Context: an optimization exercise on an open-source flow, tuned for small area, a short achievable clock period and few clock cycles. The choices shown serve that exercise and are no tape-out recipe.
The RTL was checked by simulation tests, not by an equivalence proof against the original design.

== run a ==
Design joint_velocity_limiter_integrator, start of the top module:
module joint_velocity_limiter_integrator #(
  parameter int MAX_JOINTS = jvl_pkg::MAX_JOINTS_DEF
) (
  input  logic clk,
  input  logic rst,
  input  logic                                s_axis_tvalid,
  output logic                                s_axis_tready,
  input  logic [jvl_pkg::IN_TDATA_W-1:0]      s_axis_tdata,
  input  logic                                s_axis_tuser,
  output logic                                m_axis_tvalid,
  input  logic                                m_axis_tready,
  output logic [jvl_pkg::OUT_TDATA_W-1:0]     m_axis_tdata,
  input  logic                                cfg_we,
  input  logic [jvl_pkg::CFG_IDX_W-1:0]       cfg_index,
  input  logic [jvl_pkg::CFG_DATA_W-1:0]      cfg_data
);
Size: ~5300 cells after synthesis, about 960 flip-flops.
clock: 24.0 ns
lec_check: 0
cap_margin: 20
core_margin: 2
core_utilization: 55
slew_margin: 20
standard.sh (not shown) runs the stock make flow with config.mk's settings and CLKGATE_MAP_FILE= SYNTH_SCRIPT=/design/flow/synth_recipe.tcl, a recipe that flattens the netlist after the stock synthesis.
==> flow/flow/run.sh <==
#!/bin/bash
# The standard layout (the standard.sh: standard synthesis, floorplan, power grid,
# placement, CTS, routing) with two changes to how it is made:
#  - ORFS's timing repair is asked to leave 18 ns of setup slack at the design's
#    24 ns clock, so it works on every path longer than 6 ns;
#  - the buffers that placement puts on every input and output port are buf_2 cells
#    instead of the delay-buffer cells it picks by default.
# The constraints (SDC) and clock period are the design's, unchanged.
set -o pipefail
bash standard.sh SETUP_SLACK_MARGIN=18 "BUFFER_PORTS_ARGS=-buffer_cell sky130_fd_sc_hd__buf_2" finish > standard_flow.log 2>&1
Testbench counts of run a, summed over its fixed seeds: cycles 32,160.
Relative to run a, the following input files were edited for run b:
--- a/flow/design.v
+++ b/flow/design.v
@@ -1499,26 +1499,32 @@
   assign default_dt = (default_step != '0) ? default_step : DW'(1);
   logic          adv, skid_v;
   logic [JW-1:0] skid_j;
   logic [JW-1:0] in_j;
   logic [PW-1:0] in_cmd;
   logic [DW-1:0] in_step, in_dt;
-  logic          in_act, in_over, in_under;
+  logic          in_act;
+  logic signed [VW-1:0] in_cmd_c;
   always_comb begin
     in_j     = s_axis_tdata[2:0];
     in_cmd   = s_axis_tdata[34:3];
     in_step  = s_axis_tdata[152:133];
     in_dt    = (in_step != '0) ? in_step : default_dt;
     in_act   = num_joints[3] || (in_j < num_joints[2:0]);
-    in_over  = !in_cmd[PW-1] && (in_cmd > CmdMax);
-    in_under = in_cmd[PW-1] && (in_cmd < CmdMin);
+    if (!in_cmd[PW-1] && (in_cmd > CmdMax)) begin
+      in_cmd_c = CmdMax[VW-1:0];
+    end else if (in_cmd[PW-1] && (in_cmd < CmdMin)) begin
+      in_cmd_c = CmdMin[VW-1:0];
+    end else begin
+      in_cmd_c = in_cmd[VW-1:0];
+    end
   end
-  logic          r0_v, r0_sync, r0_lo_en, r0_hi_en, r0_over, r0_under;
+  logic          r0_v, r0_sync, r0_lo_en, r0_hi_en;
   logic [JW-1:0] r0_j;
   logic signed [VW-1:0] r0_last, in_last;
-  logic [VW-1:0] r0_cmd;
+  logic signed [VW-1:0] r0_cmd;
   logic [DW-1:0] r0_dt;
   logic [PW-1:0] r0_pos, r0_lo, r0_hi;
   always_ff @(posedge clk) begin
     if (rst) begin
       r0_v <= 1'b0;
     end else if (adv) begin
@@ -1526,30 +1532,26 @@
     end
   end
   always_ff @(posedge clk) begin
     if (adv) begin
       r0_sync  <= (s_axis_tuser == jvl_pkg::REQ_SYNC);
       r0_j     <= in_j;
-      r0_cmd   <= in_cmd[VW-1:0];
-      r0_over  <= in_over;
-      r0_under <= in_under;
+      r0_cmd   <= in_cmd_c;
       r0_dt    <= in_dt;
       r0_pos   <= s_axis_tdata[66:35];
       r0_lo    <= s_axis_tdata[98:67];
       r0_hi    <= s_axis_tdata[130:99];
       r0_lo_en <= s_axis_tdata[131];
       r0_hi_en <= s_axis_tdata[132];
       r0_last  <= in_last;
     end
   end
-  logic signed [VW-1:0] s2_cmd;
   logic signed [PW+1:0] s2_lo_gap, s2_hi_gap;
   logic                 s2_nlo, s2_nhi, s2_cross;
   logic [PW-1:0]        s2_lo, s2_hi;
   always_comb begin
-    s2_cmd = r0_over ? CmdMax[VW-1:0] : r0_under ? CmdMin[VW-1:0] : r0_cmd;
     s2_lo_gap = {{2{r0_pos[PW-1]}}, r0_pos} - {{2{r0_lo[PW-1]}}, r0_lo}
               - (PW+2)'(jvl_pkg::MARGIN + 1);
     s2_hi_gap = {{2{r0_pos[PW-1]}}, r0_pos} - {{2{r0_hi[PW-1]}}, r0_hi}
               + (PW+2)'(jvl_pkg::MARGIN);
     s2_nlo = r0_lo_en && s2_lo_gap[PW+1];
     s2_nhi = r0_hi_en && !s2_hi_gap[PW+1];
@@ -1572,13 +1574,13 @@
       in_read = in_read | (vel_store[k] & {VW{vel_ok[k] && (in_j == JW'(k))}});
     end
   end
   assign s2_we   = adv && r0_v && !r0_sync;
   assign in_last = (r0_v && !r0_sync && (in_j == r0_j)) ? s2_vel : in_read;
   jvl_limit u_limit (
-    .cmd     (s2_cmd),
+    .cmd     (r0_cmd),
     .last    (r0_last),
     .dt      (r0_dt),
     .near_lo (s2_nlo),
     .near_hi (s2_nhi),
     .vel     (s2_vel)
   );
Delta(number of multi-input logic gates, run b - run a) > 0
As of run b, final area had risen slightly compared to run a.
Run b against run a: count of cells resized by post-cts repair dropped about 30%; clock skew dropped 9.7 ps.
Run a has lower via count of the first global-routing pass than run b.
Run a → run b: final worst setup slack shows an increase of 320 ps, worst relative slew slack shows a reduction of 9.8 points, count of clock buffers in the final design shows an increase of about 5.4%, total detailed-routing wirelength shows an increase of about 6%, non-clock buffer contribution to total cell area shows a reduction of 0.54 points.
Final clock period utilization by the worst path ended up 1.3 points lower on run b than on run a.
The routing usage on met2 of run b exceeds that of run a by 0.98 points.
Testbench counts of run b, summed over its fixed seeds: cycles 32,160.

-- afterwards: timing with drivers on the ports --
The flow's constraints put no driver on any port. The routed layouts listed below were extracted and timed again, unchanged, in two steps.
Step 1: set_driving_cell puts a clkbuf_16 on clk and a buf_2 on each other input, an assumption about the parent block.
Step 2 moves the port delays by t, midway between the first and last clock arrival at a register: inputs arrive t later, outputs are due t later. That takes back most of the time a late clock gives input paths.
Slacks: ideal ports / drivers / drivers and shift; pairs: ideal ports / drivers.
run	shift t [ns]	setup slack, ns	hold WS [ns]	slew at the worst register clock pin (ns)
run a	0.760	17.540 / 17.540 / 17.167	0.394 / 0.394 / 0.394	0.07 / 0.07
run b	0.774	17.862 / 17.784 / 17.295	0.414 / 0.414 / 0.414	0.08 / 0.08
After both steps setup and hold are still met in every run listed. The setup slack of run b, which loses most, moves by -0.078 ns with the drivers and by -0.567 ns with both steps.
